Context: an optimization exercise on an open-source flow, tuned for small area, a short achievable clock period and few clock cycles. The choices shown serve that exercise and are no tape-out recipe. RTL that was checked went through simulation tests only; none was proved equivalent to the original.

== job 101 ==
==> flow/design.v (excerpt) <==
module gcn_top (
    input  logic                                      clk,
    input  logic                                      rst_n,
    input  logic                                      start,
    input  logic [6-1:0][3-1:0]    edge_src,
    input  logic [6-1:0][3-1:0]    edge_dst,
    input  logic [6-1:0][5-1:0]    feat_col,
    input  logic [3-1:0][5-1:0]  weight_row,
    output logic                                      feat_re,
    output logic [4-1:0]                    feat_addr,
    output logic [6-1:0][2-1:0]   y,
    output logic                                      done
);
    logic                                                     accept;
    logic                                                     pre_first;
    logic                                                     last_cyc;
    logic [6-1:0][6-1:0]                    adj;
    logic [6-1:0][8-1:0]                    agg_sum;
    logic [3-1:1][9-1:0]                   wdiff;
    logic [6-1:0][3-1:1][18-1:0]  acc;
    logic [6-1:0][3-1:1][3-1:0] pend;
    gcn_sequencer i_seq (
        .clk       (clk),
        .rst_n     (rst_n),
        .start     (start),
        .accept    (accept),
        .pre_first (pre_first),
        .last_cyc  (last_cyc),
        .feat_re   (feat_re),
        .feat_addr (feat_addr)
    );
    gcn_adjacency i_adj (
        .clk      (clk),
        .accept   (accept),
        .edge_src (edge_src),
        .edge_dst (edge_dst),
        .adj      (adj)
    );
    gcn_aggregate i_agg (
        .clk        (clk),
        .adj        (adj),
        .feat_col   (feat_col),
        .weight_row (weight_row),
        .agg_sum    (agg_sum),
        .wdiff      (wdiff)
    );
    gcn_transform i_xfm (
        .clk       (clk),
        .pre_first (pre_first),
        .agg_sum   (agg_sum),
        .wdiff     (wdiff),
        .acc       (acc),
  ...
==> module gcn_adjacency, before the edit <==
module gcn_adjacency (
    input  logic                                      clk,
    input  logic                                      accept,
    input  logic [6-1:0][3-1:0]    edge_src,
    input  logic [6-1:0][3-1:0]    edge_dst,
    output logic [6-1:0][6-1:0]     adj
);
    logic [6-1:0][6-1:0] src_oh, dst_oh;
    logic [6-1:0][6-1:0] tri_nxt, tri_r;
    for (genvar e = 0; e < 6; e++) begin : g_edge
        gcn_id_dec u_src (.id(edge_src[e]), .oh(src_oh[e]));
        gcn_id_dec u_dst (.id(edge_dst[e]), .oh(dst_oh[e]));
    end
    always_comb begin
        tri_nxt = '0;
        for (int e = 0; e < 6; e++)
            for (int i = 0; i < 6; i++)
                for (int j = i; j < 6; j++)
                    tri_nxt[i][j] = tri_nxt[i][j] | (src_oh[e][i] & dst_oh[e][j]) | (src_oh[e][j] & dst_oh[e][i]);
    end
    always_ff @(posedge clk) begin
        for (int i = 0; i < 6; i++)
            for (int j = i; j < 6; j++)
                if (accept)
                    tri_r[i][j] <= tri_nxt[i][j];
    end
    always_comb begin
        for (int i = 0; i < 6; i++)
            for (int j = 0; j < 6; j++)
                adj[i][j] = (i <= j) ? tri_r[i][j] : tri_r[j][i];
    end
endmodule
==> module gcn_id_dec, before the edit <==
module gcn_id_dec (
    input  logic [3-1:0] id,
    output logic [6-1:0]  oh
);
    always_comb
        for (int i = 0; i < 6; i++)
            oh[i] = (id == 3'(i + 1));
endmodule
make LEC_CHECK=0 ABC_CLOCK_PERIOD_IN_PS=3000 CAP_MARGIN=20 CORE_MARGIN=2 CORE_UTILIZATION=40 CTS_BUF_LIST=sky130_fd_sc_hd__clkbuf_8 CTS_CLUSTER_DIAMETER=60 CTS_CLUSTER_SIZE=16 PLACE_DENSITY=0.75 SETUP_SLACK_MARGIN=4.5 SLEW_MARGIN=20 SYNTH_HIERARCHICAL=1 finish   # period 7.5 ns
run.sh (not shown) runs the stock make flow with config.mk's settings and CLKGATE_MAP_FILE= SYNTH_SCRIPT=/design/flow/synth_recipe.tcl, a recipe that flattens the netlist after the stock synthesis.
Job 101 completed; timing, DRC and antenna clean
Testbench counts of job 101, summed over its fixed seeds: cycles 8,064.
Input-level comparison between job 102 and job 101:
--- a/flow/design.v
+++ b/flow/design.v
@@ -32,22 +32,19 @@
     input  logic                                      accept,
     input  logic [6-1:0][3-1:0]    edge_src,
     input  logic [6-1:0][3-1:0]    edge_dst,
     output logic [6-1:0][6-1:0]     adj
 );
-    logic [6-1:0][6-1:0] src_oh, dst_oh;
     logic [6-1:0][6-1:0] tri_nxt, tri_r;
-    for (genvar e = 0; e < 6; e++) begin : g_edge
-        gcn_id_dec u_src (.id(edge_src[e]), .oh(src_oh[e]));
-        gcn_id_dec u_dst (.id(edge_dst[e]), .oh(dst_oh[e]));
-    end
     always_comb begin
         tri_nxt = '0;
         for (int e = 0; e < 6; e++)
             for (int i = 0; i < 6; i++)
                 for (int j = i; j < 6; j++)
-                    tri_nxt[i][j] = tri_nxt[i][j] | (src_oh[e][i] & dst_oh[e][j]) | (src_oh[e][j] & dst_oh[e][i]);
+                    if ((edge_src[e] == 3'(i + 1) && edge_dst[e] == 3'(j + 1)) ||
+                        (edge_src[e] == 3'(j + 1) && edge_dst[e] == 3'(i + 1)))
+                        tri_nxt[i][j] = 1'b1;
     end
     always_ff @(posedge clk) begin
         for (int i = 0; i < 6; i++)
             for (int j = i; j < 6; j++)
                 if (accept)
@@ -57,18 +54,10 @@
         for (int i = 0; i < 6; i++)
             for (int j = 0; j < 6; j++)
                 adj[i][j] = (i <= j) ? tri_r[i][j] : tri_r[j][i];
     end
 endmodule
-module gcn_id_dec (
-    input  logic [3-1:0] id,
-    output logic [6-1:0]  oh
-);
-    always_comb
-        for (int i = 0; i < 6; i++)
-            oh[i] = (id == 3'(i + 1));
-endmodule
 `timescale 1ns/1ps
 module gcn_aggregate (
     input  logic                                      clk,
     input  logic [6-1:0][6-1:0]     adj,
     input  logic [6-1:0][5-1:0]    feat_col,
--- outcome ---
- Every stage of the flow completed for job 102, and the final layout passed the timing, design-rule and antenna checks.
- Relative to job 101, job 102 degrades die area.
- Wire: job 102 routes more than job 101
- Relative to job 101, job 102 degrades cell area after layout.
- Floorplan row count on job 102 is up relative to job 101.
- Hold slack on job 102 is ahead of job 101.
- Job 102 gives less data arrival at the endpoint of the critical path than job 101 did.
Function not checked in job 102: the RTL went through the layout flow alone.

-- re-timing with driven ports --
Ports are ideal in the flow. The routed layouts listed here were re-timed in OpenROAD.
Step 1, drivers: a clkbuf_16 drives clk and a buf_2 each remaining input, both assumed.
Step 2 times the ports against the registers' clock, not the clock port: input delays grow and output delays shrink by t, the midpoint of the rising clock arrivals with the driver on.
a / b / c = ideal / step 1 / step 2; a / b = the first two.
| run | shift t [ns] | setup WS [ns] | worst setup path after step 2 | clock arrival spread, ns | cell pins on the clock port's net |
|---|---|---|---|---|---|
| job 101 | 0.824 | 4.493 / 4.493 / 3.788 | input to register | 0.041 / 0.041 | 1 |
| job 102 | 0.784 | 4.508 / 4.489 / 3.815 | input to register | 0.065 / 0.065 | 1 |
After both steps setup and hold are still met in every run listed. The setup slack of job 101, which loses most, moves by 0.000 ns with the drivers and by -0.705 ns with both steps.
